Background: an optimization exercise with open tools, aiming at small area, a short achievable clock period and few clock cycles per item. Do not read the settings as production practice. Only simulation tests tie the RTL to the original design; equivalence was not proved. Power is estimated from default activity; no workload was simulated.

$ cat design/flow/run.sh
#!/bin/bash
# synth_recipe.tcl (not shown) runs the flow's synth.tcl, then flattens the netlist and writes it again
# the make line also repeats each setting of config.mk as NAME=value (left out here)
make -C /OpenROAD-flow-scripts/flow DESIGN_CONFIG=/design/flow/config.mk WORK_HOME=/design/flow/orfs CLKGATE_MAP_FILE= SYNTH_SCRIPT=/design/flow/synth_recipe.tcl finish
$ cat design/flow/config.mk
export PLATFORM = sky130hd
export DESIGN_NAME = vt_lru_page_cache
export DESIGN_NICKNAME = vt_lru_page_cache
export VERILOG_FILES = /design/flow/design.v
export SDC_FILE = /design/flow/constraint.sdc
export NUM_CORES = 4
export LEC_CHECK = 0
export CAP_MARGIN = 20
export CORE_MARGIN = 2
export CORE_UTILIZATION = 40
export CTS_CLUSTER_DIAMETER = 120
export CTS_CLUSTER_SIZE = 24
export SETUP_SLACK_MARGIN = 5.0
export SLEW_MARGIN = 20
export TNS_END_PERCENT = 50
$ cat design/flow/constraint.sdc
create_clock -name core_clock -period 8.0 [get_ports {aclk}]
set_input_delay 1.6000 -clock core_clock [delete_from_list [all_inputs] [get_ports {aclk}]]
set_output_delay 1.6000 -clock core_clock [all_outputs]
set_load 0.01 [all_outputs]
$ cat design/flow/design.v
package vtlru_pkg;
    localparam int MAX_SLOTS_DEF  = 64;
    localparam int COORD_BITS_DEF = 8;
    localparam int MIP_W  = 4;
    localparam int SIDE_W = 4;
    localparam int SLOT_W = 3;
    localparam logic [SIDE_W-1:0] SIDE_RESET = 4'd8;
    localparam logic [SIDE_W-1:0] SIDE_MAX   = 4'd8;
    localparam logic OP_TOUCH   = 1'b0;
    localparam logic OP_REQUEST = 1'b1;
    typedef struct packed {
        logic load;          
        logic scan_step;     
        logic decide;        
        logic update_step;   
    } cmd_t;
    typedef struct packed {
        logic sweep_done;    
        logic need_update;   
    } status_t;
endpackage
module vt_lru_page_cache #(
    parameter int MAX_SLOTS  = vtlru_pkg::MAX_SLOTS_DEF,
    parameter int COORD_BITS = vtlru_pkg::COORD_BITS_DEF
) (
    input  logic                          aclk,
    input  logic                          aresetn,
    input  logic                          cfg_wr_en,
    input  logic [vtlru_pkg::SIDE_W-1:0]  cfg_wr_data,
    input  logic                          s_valid,
    output logic                          s_ready,
    input  logic                          s_operation,
    input  logic [COORD_BITS-1:0]         s_page_x,
    input  logic [COORD_BITS-1:0]         s_page_y,
    input  logic [vtlru_pkg::MIP_W-1:0]   s_page_mip,
    output logic                          m_valid,
    input  logic                          m_ready,
    output logic                          m_was_resident,
    output logic                          m_loaded,
    output logic [vtlru_pkg::SLOT_W-1:0]  m_slot_col,
    output logic [vtlru_pkg::SLOT_W-1:0]  m_slot_row,
    output logic                          m_evicted,
    output logic [COORD_BITS-1:0]         m_victim_x,
    output logic [COORD_BITS-1:0]         m_victim_y,
    output logic [vtlru_pkg::MIP_W-1:0]   m_victim_mip
);
    localparam int N     = 64;
    localparam int IW    = 6;
    localparam int TW    = 2 * COORD_BITS + vtlru_pkg::MIP_W;
    localparam int SW    = vtlru_pkg::SLOT_W;
    localparam int RW    = 3 + 2 * SW + TW;
    logic [TW-1:0] stk_tag [N];
    logic [IW-1:0] stk_idx [N];
    logic [6:0]    count_q;
    logic [6:0]    count1_q;   
    logic [N-1:0]  vld;        
    logic [2:0]    side1_q;    
    logic [6:0]    cap_q;      
    logic [5:0]    wait_q;
    logic          a_valid;
    logic          a_op;
    logic [TW-1:0] a_tag;
    logic          b_valid;
    logic          b_op;
    logic [TW-1:0] b_tag;
    logic [N-1:0]  b_ge;       
    logic          b_hit;      
    logic          b_mlru;     
    logic          b_same;     
    logic [N-1:0]  en_q;
    logic          x_ins_q;    
    logic          x_ev_q;     
    logic          x_thit_q;   
    logic          hv, tv;
    logic [RW-1:0] hd, td;
    logic [3:0] wr_s;
    logic       full;
    logic       full_q;      
    logic       wdone_q;     
    logic [6:0] wr_cap;
    logic [15:0] wr_dec;
    logic       cnt64;
    logic [N-1:0] tail;
    always_comb begin
        if (cfg_wr_data == 4'd0)      wr_s = 4'd1;
        else if (cfg_wr_data > 4'd8)  wr_s = 4'd8;
        else                          wr_s = cfg_wr_data;
    end
    assign wr_dec = 16'd1 << cfg_wr_data;
    always_comb begin
        for (int b = 0; b < 7; b++) begin
            wr_cap[b] = 1'b0;
            for (int v = 0; v < 16; v++) begin
                if ((((v == 0) ? 1 : ((v > 8) ? 64 : v * v)) >> b) & 1) begin
                    wr_cap[b] = wr_cap[b] | wr_dec[v];
                end
            end
        end
    end
    assign cnt64 = count_q[6];
    assign full  = full_q;
    always_comb begin
        for (int k = 0; k < N; k++) begin
            vld[k] = (count_q > 7'(k));
        end
    end
    assign tail = ~vld;
    logic slow_wait;
    logic go;
    logic adv;
    assign slow_wait = b_op && full_q && !cnt64 && !wdone_q;
    assign go        = b_valid && !(hv && tv) && !slow_wait;
    assign adv       = !b_valid || go;
    logic       s_ready_q;
    logic       acc;
    logic       small_cap;
    logic       a_valid_d, b_valid_d, b_op_d, hv_d, tv_d;
    logic [5:0] wait_d;
    assign s_ready   = s_ready_q;
    assign acc       = s_valid && s_ready_q;
    assign small_cap = !cap_q[6];
    assign a_valid_d = acc || (a_valid && !adv);
    assign b_valid_d = adv ? a_valid : b_valid;
    assign b_op_d    = adv ? a_op : b_op;
    assign wait_d    = go ? 6'd0 : ((wait_q == 6'd63) ? wait_q : wait_q + 6'd1);
    logic [N-1:0]  a_m;
    logic [N-1:0]  a_ge;
    logic          a_mlru;
    always_comb begin
        for (int k = 0; k < N; k++) begin
            a_m[k] = (stk_tag[k] == a_tag) && vld[k];
        end
        for (int k = 0; k < N; k++) begin
            a_ge[k] = |(a_m >> k);
        end
        a_mlru = a_m[N-1];
        for (int k = 0; k < N - 1; k++) begin
            a_mlru = a_mlru | (a_m[k] && !vld[k+1]);
        end
    end
    logic [N-1:0]  ge;
    logic          hit;
    logic [IW-1:0] hit_idx;
    logic          gone;       
    logic          fresh;      
    assign fresh   = b_same && x_ins_q;
    assign gone    = (b_same && x_thit_q) || (b_mlru && x_ev_q);
    assign hit     = fresh || (b_hit && !(b_mlru && x_ev_q));
    always_comb begin
        ge[0] = hit;
        for (int k = 1; k < N; k++) begin
            ge[k] = en_q[k] ? (b_ge[k-1] && !gone) : b_ge[k];
        end
        hit_idx = '0;
        for (int k = 0; k < N; k++) begin
            if (ge[k] && ((k == N - 1) || !ge[(k + 1) % N])) begin
                hit_idx = hit_idx | stk_idx[k];
            end
        end
    end
    logic          ins;
    logic          evict;
    logic [IW-1:0] new_idx;
    logic [N-1:0]  en;
    assign ins     = b_op && !hit;
    assign evict   = ins && full;
    assign new_idx = b_op ? (full ? stk_idx[N-1] : count_q[IW-1:0]) : hit_idx;
    always_comb begin
        for (int k = 0; k < N; k++) begin
            en[k] = tail[k] || (go && (b_op ? !hit : ge[k]));
        end
    end
    always_ff @(posedge aclk) begin
        if (en[0]) begin
            stk_tag[0] <= b_tag;
            stk_idx[0] <= new_idx;
        end
        for (int k = 1; k < N; k++) begin
            if (en[k]) begin
                stk_tag[k] <= stk_tag[k-1];
                stk_idx[k] <= stk_idx[k-1];
            end
        end
    end
    function automatic logic [5:0] slot_of(input logic [5:0] i, input logic [2:0] s1);
        logic [63:0] d;
        logic [5:0]  t3, t5, t6, t7;
        d = 64'd1 << i;
        t3[0] = |(d & 64'h8e38e38e38e38e38);
        t3[1] = |(d & 64'h0fc0fc0fc0fc0fc0);
        t3[2] = |(d & 64'hf000fff000fff000);
        t3[3] = |(d & 64'h2492492492492492);
        t3[4] = |(d & 64'h4924924924924924);
        t3[5] = |(d & 64'h0000000000000000);
        t5[0] = |(d & 64'h0f83e0f83e0f83e0);
        t5[1] = |(d & 64'h0ffc00ffc00ffc00);
        t5[2] = |(d & 64'hf00000fffff00000);
        t5[3] = |(d & 64'ha5294a5294a5294a);
        t5[4] = |(d & 64'hc6318c6318c6318c);
        t5[5] = |(d & 64'h0842108421084210);
        t6[0] = |(d & 64'h0fc0fc0fc0fc0fc0);
        t6[1] = |(d & 64'hf000fff000fff000);
        t6[2] = |(d & 64'h0000ffffff000000);
        t6[3] = |(d & 64'haaaaaaaaaaaaaaaa);
        t6[4] = |(d & 64'hc30c30c30c30c30c);
        t6[5] = |(d & 64'h0c30c30c30c30c30);
        t7[0] = |(d & 64'h80fe03f80fe03f80);
        t7[1] = |(d & 64'h00fffc000fffc000);
        t7[2] = |(d & 64'h00fffffff0000000);
        t7[3] = |(d & 64'h2a54a952a54a952a);
        t7[4] = |(d & 64'h4c993264c993264c);
        t7[5] = |(d & 64'h70e1c3870e1c3870);
        case (s1)
            3'd0: slot_of = {3'd0, i[2:0]};
            3'd1: slot_of = {2'd0, i[0], i[3:1]};
            3'd2: slot_of = t3;
            3'd3: slot_of = {1'b0, i[1:0], i[4:2]};
            3'd4: slot_of = t5;
            3'd5: slot_of = t6;
            3'd6: slot_of = t7;
            default: slot_of = {i[2:0], i[5:3]};
        endcase
    endfunction
    logic [2*SW-1:0] slot;
    logic [2*SW-1:0] slot_ev;
    logic [2*SW-1:0] slot_fill;
    assign slot_ev   = slot_of(stk_idx[N-1], side1_q);
    assign slot_fill = slot_of(count_q[IW-1:0], side1_q);
    assign slot      = full ? slot_ev : slot_fill;
    logic [RW-1:0] res;
    assign res = {hit, ins, ins ? slot : {2*SW{1'b0}}, evict,
                  evict ? stk_tag[N-1] : {TW{1'b0}}};
    logic pop;
    assign pop  = hv && m_ready;
    assign hv_d = (!hv || pop) ? (tv || go) : hv;
    assign tv_d = (!hv || pop) ? (tv && go) : (tv || go);
    always_ff @(posedge aclk) begin
        if (!aresetn) begin
            count_q <= '0;
            count1_q <= 7'd1;
            side1_q <= 3'(vtlru_pkg::SIDE_RESET - 4'd1);
            cap_q   <= 7'(vtlru_pkg::SIDE_RESET) * 7'(vtlru_pkg::SIDE_RESET);
            wait_q  <= '0;
            wdone_q <= 1'b0;
            full_q  <= 1'b0;
            a_valid <= 1'b0;
            b_valid <= 1'b0;
            hv      <= 1'b0;
            tv      <= 1'b0;
            s_ready_q <= 1'b1;
        end else begin
            if (cfg_wr_en) begin
                side1_q <= 3'(wr_s - 4'd1);
                cap_q   <= wr_cap;
            end
            if (go && ins && !full) begin
                count_q  <= count1_q;
                count1_q <= count1_q + 7'd1;
            end
            wait_q    <= wait_d;
            wdone_q   <= (wait_d == 6'd63);
            full_q    <= (go && ins && !full_q) ? (count1_q >= cap_q) : (count_q >= cap_q);
            a_valid   <= a_valid_d;
            b_valid   <= b_valid_d;
            hv        <= hv_d;
            tv        <= tv_d;
            s_ready_q <= !a_valid_d || !b_valid_d ||
                         (!(hv_d && tv_d) &&
                          !(b_op_d && small_cap && (count1_q >= cap_q) && (wait_d != 6'd63)));
        end
    end
    always_ff @(posedge aclk) begin
        if (acc) begin
            a_op  <= s_operation;
            a_tag <= {s_page_mip, s_page_y, s_page_x};
        end
        en_q     <= en;
        x_ins_q  <= go && ins;
        x_ev_q   <= go && evict;
        x_thit_q <= go && !b_op && hit;
        if (adv) begin
            b_op      <= a_op;
            b_tag     <= a_tag;
            b_ge      <= a_ge;
            b_hit     <= a_ge[0];
            b_mlru    <= a_mlru;
            b_same    <= (a_tag == b_tag);
        end else begin
            b_ge      <= ge;
            b_hit     <= hit;
            b_same    <= 1'b0;
        end
        if (!hv || pop) begin
            if (tv) begin
                hd <= td;
            end else if (go) begin
                hd <= res;
            end
            if (tv && go) begin
                td <= res;
            end
        end else if (go) begin
            td <= res;
        end
    end
    assign m_valid        = hv;
    assign m_was_resident = hd[RW-1];
    assign m_loaded       = hd[RW-2];
    assign m_slot_col     = hd[RW-3 -: SW];
    assign m_slot_row     = hd[RW-3-SW -: SW];
    assign m_evicted      = hd[TW];
    assign m_victim_x     = hd[COORD_BITS-1:0];
    assign m_victim_y     = hd[2*COORD_BITS-1:COORD_BITS];
    assign m_victim_mip   = hd[TW-1:2*COORD_BITS];
endmodule
==> summary.txt <==
Status -> no timing/DRC/antenna violations
# Max-Cap Violations -> 0
Sum Neg Setup Slack -> 0 ns
Grt total ovfl -> 0
Synthesized area per cell -> 14.1 um2
Crit path max fanout -> 10
Min Hold Slack -> 0.452 ns
CP arrival -> 4.54 ns
Critical Path End -> b_mlru$_DFFE_PN_
Clock Pin Slew Worst Setup and Hold Paths -> 0.11 ns
Synthesis-to-layout area growth -> 15.9%
Slew HR -> 26.1%
Synth cell types -> 89
Clk root buf -> clkbuf_16
Finished Layout Cells -> 9278
Flops & latches, synth -> 1932
CP startpoint -> count_q[1]$_SDFFE_PN0P_
# IOs -> 61
Post-synth EDFFs -> 1764
Die width -> 465 um
Vias/cell -> 6.26
Most common cell after layout, fill and taps aside -> edfxtp_1
Number of global-route vias before repair -> 54400
DR pass1 iterations -> 8
DPL Wire Length -> 211000 um
Critical Path RT -> 8.50 ns
Most frequent cells in the layout -> edfxtp_1 (1764), xor2_1 (955), nor4_1 (353), xnor2_1 (337), buf_4 (300)
Fin util -> 46.6%
Iteration-0 DRC Markers -> 8730
Core footprint -> 212000 um2
Crit share post-route -> 50.5%
Worst r2r path cells -> 10
Final total power -> 21.5 mW
Post-layout nets -> 6436
Worst r2r dst -> b_mlru$_DFFE_PN_
YS warnings -> 3
Worst R2R Setup Slack -> 3.96 ns
Vias -> 58000
Critical path launch point type -> flop
Wirelength per Cell -> 36.8 um
Cts hold-fix bufs -> 0
Syn Std Cell Area -> 85100 um2
Htree depth -> 3
Hold WC Path Type -> flop to flop
Rows -> 169
CTS Sinks -> 1932
Total routed wirelength -> 342000 um
Critical Path Max Stage Delay -> 0.67 ns
Pins Over Slew Limit -> 0
RSZ-0062 raised after global routing -> yes
Die Y-Extent -> 465 um
Maximum vdd drop -> 189 uV
Share of layout cells above drive strength 1 -> 16.7%
Minimum clock period -> 4.04 ns
Largest net degree at the start of global routing -> 55
Setup violations, final -> 0
Count of input and output buffers -> 60
Reg-to-Reg Start -> count_q[1]$_SDFFE_PN0P_
Synthesized Nets -> 6087
Initial antenna violation count -> 11
Measured slew at the worst slew-check pin -> 1.10 ns
Die footprint -> 216000 um2
Total Routing Usage GR -> 30.1%
CTS max path bufs -> 3
Final hold violation count -> 0
Static Leak -> 33.8 nW
Seq/Total Area, Yosys -> 66.2%
CTS tree -> built
Max frequency -> 247 MHz
Critical setup path kind -> flop to flop
Num CTS Buffers -> 91
Gate Count Post-Synth -> 6041
Ys flop type -> edfxtp_1
PD cells -> 218 nW/um2
First-pass GRT wire length -> 451000 um
Clk Latency, worst-skew pair -> 0.83 ns
Slowest-stage cell, CP -> a22oi_1
Clk_skew -> 0.0602 ns
FFs w/ async S/R, synth -> 0%
GP Congestion -> 1.10
DRC -> 0
Crit path cell chain -> buf_4 > buf_4 > o211ai_1 > nand2_1 > nand2_1 > nor2_1 > a22oi_1 > o2111ai_1 > nor4_1 > o2111ai_2
Dpl cells -> 8823
Final ANT Viol Nets -> 0
CP endpoint kind -> flop
Effective utilization at floorplan -> 40.2%
[cell usage after synthesis, drive strengths merged, types with 11 or more instances]
cell type | n | area, um2
edfxtp | 1764 | 53000
xor2 | 983 | 8610
nor4 | 412 | 2640
xnor2 | 344 | 3010
nor2 | 294 | 1100
nand2 | 205 | 769
nand4 | 196 | 1230
buf | 190 | 1590
dfxtp | 168 | 3360
a22oi | 147 | 1100
o21ai | 135 | 676
a21oi | 104 | 521
clkbuf | 100 | 375
nor2b | 84 | 526
nor3 | 74 | 382
nand3 | 68 | 345
o22ai | 66 | 413
inv | 65 | 244
a31oi | 53 | 332
and2 | 49 | 307
a221oi | 48 | 420
and3 | 42 | 268
a22o | 33 | 289
mux2 | 30 | 338
nand2b | 28 | 175
a31o | 26 | 228
or4 | 22 | 169
a211oi | 20 | 150
o21bai | 19 | 143
a21o | 17 | 128
mux2i | 17 | 170
ha | 16 | 200
a32oi | 15 | 131
a21boi | 14 | 105
a222oi | 14 | 140
nor4b | 14 | 123
o211ai | 12 | 90.1
or3 | 12 | 75.1
nor3b | 11 | 82.6
o221ai | 11 | 96.3
or2 | 11 | 68.8
[per-layer routing]
layer	vias up	global-route usage, %	wire length [um]
met5	-	0	81
met4	12	19.0	26200
met3	837	8.29	41300
met2	4071	44.4	146000
met1	29500	39.2	128000
li1	23600	-	-
[metrics by stage]
| step | area (um2) | setup slack [ns] |
|---|---|---|
| after floorplan | 85200 | 4.70 |
| after global placement | 89100 | 2.43 |
| after detailed placement | 89200 | 2.49 |
| after CTS | 96600 | 4.25 |
| after global routing | 98600 | 4.25 |
| final | 98600 | 3.96 |
[worst min path at each step]
stage	start	to	slack, ns	depth (start not counted)
after global routing	stk_tag[45][14]$_DFFE_PP_	stk_tag[46][14]$_DFFE_PP_	0.47	0
after detailed placement	stk_idx[45][1]$_DFFE_PP_	stk_idx[46][1]$_DFFE_PP_	0.44	0
after CTS	stk_idx[51][4]$_DFFE_PP_	stk_idx[52][4]$_DFFE_PP_	0.45	0
after floorplan	stk_idx[59][0]$_DFFE_PP_	stk_idx[60][0]$_DFFE_PP_	0.42	0
after global placement	stk_idx[10][5]$_DFFE_PP_	stk_idx[11][5]$_DFFE_PP_	0.43	0
final	stk_tag[45][14]$_DFFE_PP_	stk_tag[46][14]$_DFFE_PP_	0.45	0
[critical path, delay by kind of cell, from the launching register on]
| family | cells | cell delay [ns] |
|---|---|---|
| AO/OA/AOI/OAI | 4 | 1.89 |
| buffers and inverters | 2 | 0.35 |
| flip-flops | 1 | 0.41 |
| AND/OR/NAND/NOR | 4 | 1.07 |
[cell type report]
cell class	count	area, um2
Sequential cell	1932	56400
Inverter	66	262
Clock inverter	7	101
Fill cell	18300	113000
Timing Repair Buffer	545	6620
Antenna cell	8	20.0
Multi-Input combinational cell	3754	29100
Clock buffer	145	2540
Tap cell	2821	3530
[power breakdown]
part	leakage (nW)	switching (mW)	internal, mW
clock network	1.26	3.27	2.22
logic	13.3	1.75	1.04
registers	19.2	1.03	12.2
total	33.8	6.05	15.4
[sequential cells by signal, summed over array words and instances (netlist names), 20 cells and up]
register,flops
b_ge,64
stk_tag,1280
hd,29
a_tag,20
stk_idx,384
td,29
en_q,63
b_tag,20
[kinds of logic (layout without fill, tap and decap cells)]
| kind of cell | after synthesis | in the layout | synth area share [%] |
|---|---|---|---|
| AO/OA/AOI/OAI | 804 | 804 | 6.56 |
| XOR/XNOR | 1327 | 1327 | 13.7 |
| adder cells (fa/ha/maj) | 17 | 17 | 0.247 |
| buffers and inverters | 356 | 763 | 2.60 |
| flip-flops | 1932 | 1932 | 66.2 |
| multiplexers | 47 | 47 | 0.597 |
| other | 0 | 8 | 0 |
| AND/OR/NAND/NOR | 1558 | 1559 | 10.1 |
[repair_timing]
item                                     CTS  global route
gates cloned                              51            10
pin swaps                                 53            84
resized for setup                        550           214
buffers inserted                         151            83
endpoints found under the setup margin  1617           451
Testbench counts, summed over its fixed seeds: cycles 12,018, requests 12,000.

==> separate check: timing with driven ports <==
Ports are ideal in the flow. The routed layout listed here was re-timed in OpenROAD. Step 1 assumes that a clkbuf_16 drives the clock port and a buf_2 every other input. Step 2 moves the port delays by t, midway between the first and last clock arrival at a register: inputs arrive t later, outputs are due t later. That takes back most of the time a late clock gives input paths. Three values: no drivers, after step 1, after step 2; two values: the first two.
t (ns): 0.885
setup slack, ns: 3.958 / 3.958 / 3.958
slew at the worst register clock pin (ns): 0.12 / 0.12
worst data-port slew with drivers (ns): 0.10
After both steps this run still meets setup and hold. For this run, drivers alone change the setup slack by 0.000 ns; drivers and shift together by 0.000 ns.
